Background: an optimization exercise with open tools, aiming at small area, a short achievable clock period and few clock cycles per item. Do not read the settings as production practice. At most, simulation tests tie the RTL to the original design; equivalence was not proved.

Setup of build 25:
==> flow/design.v (excerpt) <==
module polar_decoder
(
    input  wire                  clk,
    input  wire                  rst_n,
    input  wire                  module_en,
    input  wire  [192-1:0]  rdata,
    output logic [11-1:0]  raddr,
    output logic [6-1:0]  waddr,
    output logic [16-1:0]  wdata,
    output logic                 wen,
    output logic                 proc_done
);
For scale: roughly 8700 cells after synthesis, ~770 flip-flops, ~230 I/O pins, ~60000 um^2 of cells after synthesis.
==> module sc_controller, before the edit <==
module sc_controller
(
    input  wire                   clk,
    input  wire  [192-1:0]   rdata,
    input  wire                   llr_cycle,     
    input  wire  [4:0]            a_k,           
    input  wire                   a_right,       
    output logic                  b_right,       
    output polar_pkg::msg_t       message        
);
    localparam int XW = 14;                      
    localparam int GW = 2*13+8;
    logic [16*13-1:0]    ch_sm;                  
    logic [16*13-1:0]    ch_a;
    logic [16*13-1:0]    ch_b;
    logic [8*XW-1:0]     x_a;
    logic [8*XW-1:0]     x_d;
    logic [15:0]         frozen_a;
    logic [15:0]         frozen_b;
    logic [7:0]          fr_a;
    logic [3:0]          u_a;
    logic [3:0]          ps_a;
    logic [4*GW-1:0]     gpre_a;
    logic [4*GW-1:0]     gpre_b;
    logic [3:0]          psl_b;
    logic [3:0]          ul_b;
    logic [3:0]          fr_b;
    logic [4:0]          k_b;
    logic [3:0]          u_b;
    logic [3:0]          ps_b;
    logic [7:0]          left;
    logic [7:0]          u_half;
    logic [7:0]          u_lo1;
    logic [7:0]          u_lo2;
    logic [15:0]         u_all;
    localparam logic [63:0] RANK = {
        4'd15, 4'd14, 4'd13, 4'd10, 4'd12, 4'd9, 4'd8, 4'd4,
        4'd11, 4'd7,  4'd6,  4'd3,  4'd5,  4'd2, 4'd1, 4'd0
    };
    for (genvar i = 0; i < 16; i++) begin : g_frz
        assign frozen_a[i] = ({1'b0, RANK[4*i +: 4]} + {1'b0, a_k}) < 6'd16;
        assign frozen_b[i] = ({1'b0, RANK[4*i +: 4]} + {1'b0, k_b}) < 6'd16;
    end
    assign fr_a = a_right ? frozen_a[15:8] : frozen_a[7:0];
    for (genvar i = 0; i < 16; i++) begin : g_sm
        logic [11:0] c;
        logic [11:0] below;      
        assign c = rdata[12*i +: 12];
        always_comb begin
            below[0] = 1'b0;
            for (int j = 1; j < 12; j++) begin
                below[j] = below[j-1] | c[j-1];
            end
        end
        assign ch_sm[13*i +: 13] = {c[11], c ^ ({12{c[11]}} & below)};
    end
    for (genvar i = 0; i < 8; i++) begin : g_root
        logic [12:0] fa, fb, fv;
        logic [12:0] ga, gb;
        logic [12:0] sum, dif;
        logic        ge, eq;
        logic [13:0] gv;
        logic        gnz;
        assign fa = ch_sm[13*i +: 13];
        assign fb = ch_sm[13*(i+8) +: 13];
        pe_f #(.W(12)) u_f (.a(fa), .b(fb), .y(fv));
        assign ga = ch_b[13*i +: 13];
        assign gb = ch_b[13*(i+8) +: 13];
        pe_g_pre #(.W(12), .FAST(0)) u_p (.a(ga), .b(gb), .sum(sum), .dif(dif), .b_ge(ge), .eq(eq));
        pe_g_sel #(.W(12)) u_s (.sa(ga[12]), .sb(gb[12]), .nza(|ga[11:0]), .nzb(|gb[11:0]),
                                .sum(sum), .dif(dif), .b_ge(ge), .eq(eq), .t(left[i]),
                                .y(gv), .nz(gnz));
        assign x_d[XW*i +: XW] = llr_cycle ? {fv[12], 1'b0, fv[11:0]} : gv;
    end
    half_stage_a #(.W(13)) u_sa (
        .x    (x_a),
        .fr   (fr_a[3:0]),
        .u    (u_a),
        .ps   (ps_a),
        .gpre (gpre_a)
    );
    half_stage_b #(.W(13)) u_sb (
        .gpre (gpre_b),
        .psl  (psl_b),
        .fr   (fr_b),
        .u    (u_b),
        .ps   (ps_b)
    );
    assign left   = {ps_b, psl_b ^ ps_b};
    assign u_half = {u_b, ul_b};
    always_ff @(posedge clk) begin
        ch_a    <= ch_sm;
        ch_b    <= ch_a;
        x_a     <= x_d;
        gpre_b  <= gpre_a;
        psl_b   <= ps_a;
        ul_b    <= u_a;
        fr_b    <= fr_a[7:4];
        k_b     <= a_k;
        b_right <= a_right;
        u_lo1   <= u_half;
        u_lo2   <= u_lo1;
    end
    assign u_all = {u_half, u_lo2};
    always_comb begin
        logic [4:0] pos;
        message = '0;
        pos     = '0;
        for (int i = 0; i < 16; i++) begin
            for (int j = 0; j < 16; j++) begin
                if (!frozen_b[i] && (pos == 5'(j))) begin
                    message[j] = message[j] | u_all[i];
                end
            end
            pos = pos + {4'd0, !frozen_b[i]};
        end
    end
endmodule
==> flow/config.mk <==
export PLATFORM = sky130hd
export DESIGN_NAME = polar_decoder
export DESIGN_NICKNAME = polar_decoder
export VERILOG_FILES = /design/flow/design.v
export SDC_FILE = /design/flow/constraint.sdc
export NUM_CORES = 4
export LEC_CHECK = 0
export ABC_AREA = 1
export CAP_MARGIN = 20
export CORE_MARGIN = 2
export CORE_UTILIZATION = 55
export SETUP_SLACK_MARGIN = 3.5
export SLEW_MARGIN = 20
export TNS_END_PERCENT = 100
==> flow/constraint.sdc <==
create_clock -name core_clock -period 10.0 [get_ports {clk}]
set_input_delay 2.0000 -clock core_clock [delete_from_list [all_inputs] [get_ports {clk}]]
set_output_delay 2.0000 -clock core_clock [all_outputs]
set_load 0.01 [all_outputs]
run.sh (not shown) runs the stock make flow with config.mk's settings and CLKGATE_MAP_FILE= SYNTH_SCRIPT=/design/flow/synth_recipe.tcl, a recipe that flattens the netlist after the stock synthesis.
Build 25 has completed all stages; timing, DRC and antenna checks passed.
Testbench counts of build 25, summed over its fixed seeds: cycles 2,238, packets 760.
Input changes introduced in trial 51 (baseline for comparison: build 25):
-- flow/design.v --
<<< build 25, line 251
    logic [8*XW-1:0]     x_d;
    logic [15:0]         frozen_a;
    logic [15:0]         frozen_b;
    logic [7:0]          fr_a;
    logic [3:0]          u_a;
>>> trial 51, line 251
    logic [8*XW-1:0]     x_d;
    logic [15:0]         frozen_a;
    logic [7:0]          fr_a;
    logic [3:0]          u_a;
<<< build 25, line 274
    for (genvar i = 0; i < 16; i++) begin : g_frz
        assign frozen_a[i] = ({1'b0, RANK[4*i +: 4]} + {1'b0, a_k}) < 6'd16;
        assign frozen_b[i] = ({1'b0, RANK[4*i +: 4]} + {1'b0, k_b}) < 6'd16;
    end
    assign fr_a = a_right ? frozen_a[15:8] : frozen_a[7:0];
>>> trial 51, line 273
    for (genvar i = 0; i < 16; i++) begin : g_frz
        assign frozen_a[i] = ({1'b0, RANK[4*i +: 4]} + {1'b0, a_k}) < 6'd16;
    end
    assign fr_a = a_right ? frozen_a[15:8] : frozen_a[7:0];
<<< build 25, line 338
    assign u_all = {u_half, u_lo2};
    always_comb begin
        logic [4:0] pos;
        message = '0;
        pos     = '0;
        for (int i = 0; i < 16; i++) begin
            for (int j = 0; j < 16; j++) begin
                if (!frozen_b[i] && (pos == 5'(j))) begin
                    message[j] = message[j] | u_all[i];
                end
            end
            pos = pos + {4'd0, !frozen_b[i]};
        end
    end
endmodule
>>> trial 51, line 336
    assign u_all = {u_half, u_lo2};
    always_comb begin
        case (k_b)
            5'd0: message = {1'b0, 1'b0, 1'b0, 1'b0, 1'b0, 1'b0, 1'b0, 1'b0, 1'b0, 1'b0, 1'b0, 1'b0, 1'b0, 1'b0, 1'b0, 1'b0};
            5'd1: message = {1'b0, 1'b0, 1'b0, 1'b0, 1'b0, 1'b0, 1'b0, 1'b0, 1'b0, 1'b0, 1'b0, 1'b0, 1'b0, 1'b0, 1'b0, u_all[15]};
            5'd2: message = {1'b0, 1'b0, 1'b0, 1'b0, 1'b0, 1'b0, 1'b0, 1'b0, 1'b0, 1'b0, 1'b0, 1'b0, 1'b0, 1'b0, u_all[15], u_all[14]};
            5'd3: message = {1'b0, 1'b0, 1'b0, 1'b0, 1'b0, 1'b0, 1'b0, 1'b0, 1'b0, 1'b0, 1'b0, 1'b0, 1'b0, u_all[15], u_all[14], u_all[13]};
            5'd4: message = {1'b0, 1'b0, 1'b0, 1'b0, 1'b0, 1'b0, 1'b0, 1'b0, 1'b0, 1'b0, 1'b0, 1'b0, u_all[15], u_all[14], u_all[13], u_all[11]};
            5'd5: message = {1'b0, 1'b0, 1'b0, 1'b0, 1'b0, 1'b0, 1'b0, 1'b0, 1'b0, 1'b0, 1'b0, u_all[15], u_all[14], u_all[13], u_all[11], u_all[7]};
            5'd6: message = {1'b0, 1'b0, 1'b0, 1'b0, 1'b0, 1'b0, 1'b0, 1'b0, 1'b0, 1'b0, u_all[15], u_all[14], u_all[13], u_all[12], u_all[11], u_all[7]};
            5'd7: message = {1'b0, 1'b0, 1'b0, 1'b0, 1'b0, 1'b0, 1'b0, 1'b0, 1'b0, u_all[15], u_all[14], u_all[13], u_all[12], u_all[11], u_all[10], u_all[7]};
            5'd8: message = {1'b0, 1'b0, 1'b0, 1'b0, 1'b0, 1'b0, 1'b0, 1'b0, u_all[15], u_all[14], u_all[13], u_all[12], u_all[11], u_all[10], u_all[9], u_all[7]};
            5'd9: message = {1'b0, 1'b0, 1'b0, 1'b0, 1'b0, 1'b0, 1'b0, u_all[15], u_all[14], u_all[13], u_all[12], u_all[11], u_all[10], u_all[9], u_all[7], u_all[6]};
            5'd10: message = {1'b0, 1'b0, 1'b0, 1'b0, 1'b0, 1'b0, u_all[15], u_all[14], u_all[13], u_all[12], u_all[11], u_all[10], u_all[9], u_all[7], u_all[6], u_all[5]};
            5'd11: message = {1'b0, 1'b0, 1'b0, 1'b0, 1'b0, u_all[15], u_all[14], u_all[13], u_all[12], u_all[11], u_all[10], u_all[9], u_all[7], u_all[6], u_all[5], u_all[3]};
            5'd12: message = {1'b0, 1'b0, 1'b0, 1'b0, u_all[15], u_all[14], u_all[13], u_all[12], u_all[11], u_all[10], u_all[9], u_all[8], u_all[7], u_all[6], u_all[5], u_all[3]};
            5'd13: message = {1'b0, 1'b0, 1'b0, u_all[15], u_all[14], u_all[13], u_all[12], u_all[11], u_all[10], u_all[9], u_all[8], u_all[7], u_all[6], u_all[5], u_all[4], u_all[3]};
            5'd14: message = {1'b0, 1'b0, u_all[15], u_all[14], u_all[13], u_all[12], u_all[11], u_all[10], u_all[9], u_all[8], u_all[7], u_all[6], u_all[5], u_all[4], u_all[3], u_all[2]};
            5'd15: message = {1'b0, u_all[15], u_all[14], u_all[13], u_all[12], u_all[11], u_all[10], u_all[9], u_all[8], u_all[7], u_all[6], u_all[5], u_all[4], u_all[3], u_all[2], u_all[1]};
            5'd16: message = {u_all[15], u_all[14], u_all[13], u_all[12], u_all[11], u_all[10], u_all[9], u_all[8], u_all[7], u_all[6], u_all[5], u_all[4], u_all[3], u_all[2], u_all[1], u_all[0]};
            default: message = '0;
        endcase
    end
endmodule
==> comparison <==
In trial 51, the cell depth of the worst flop-to-flop path came out 7.1% below the value in build 25. Arrival time at the worst endpoint ends up higher on build 25. Sort trial 51 and build 25 by fill cell instance count of the final layout desc -> top: build 25. Met1 track demand over resource in global routing: trial 51 vs build 25 down 0.33 points. Cmp trial 51 vs build 25: maximum number of pins on one net before global-route repair higher in trial 51. Against build 25, trial 51 comes in 2450 lower on overall via count from detail_route.
No functional check of the RTL was part of trial 51.

-- re-timing with driven ports --
The results above use ideal ports. As a check the final layouts listed here were re-extracted and re-timed, cells and wires unchanged.
Step 1: set_driving_cell puts a clkbuf_16 on clk and a buf_2 on each other input, an assumption about the parent block.
Step 2 adds t to the input delays and takes it off the output delays; t is the mean of the earliest and latest rising clock arrival at the registers after step 1. Input paths then give back, and output paths get back, about the clock's delay inside the block.
a / b / c = ideal ports / drivers / drivers and shift; a / b = the first two.
| run | t (ns) | setup WS [ns] | worst register clock-pin slew, ns |
|---|---|---|---|
| build 25 | 0.708 | 3.714 / 3.714 / 3.714 | 0.07 / 0.07 |
| trial 51 | 0.728 | 3.724 / 3.724 / 3.126 | 0.07 / 0.07 |
After both steps setup and hold are still met in every run listed. The setup slack of trial 51, which loses most, moves by 0.000 ns with the drivers and by -0.598 ns with both steps.
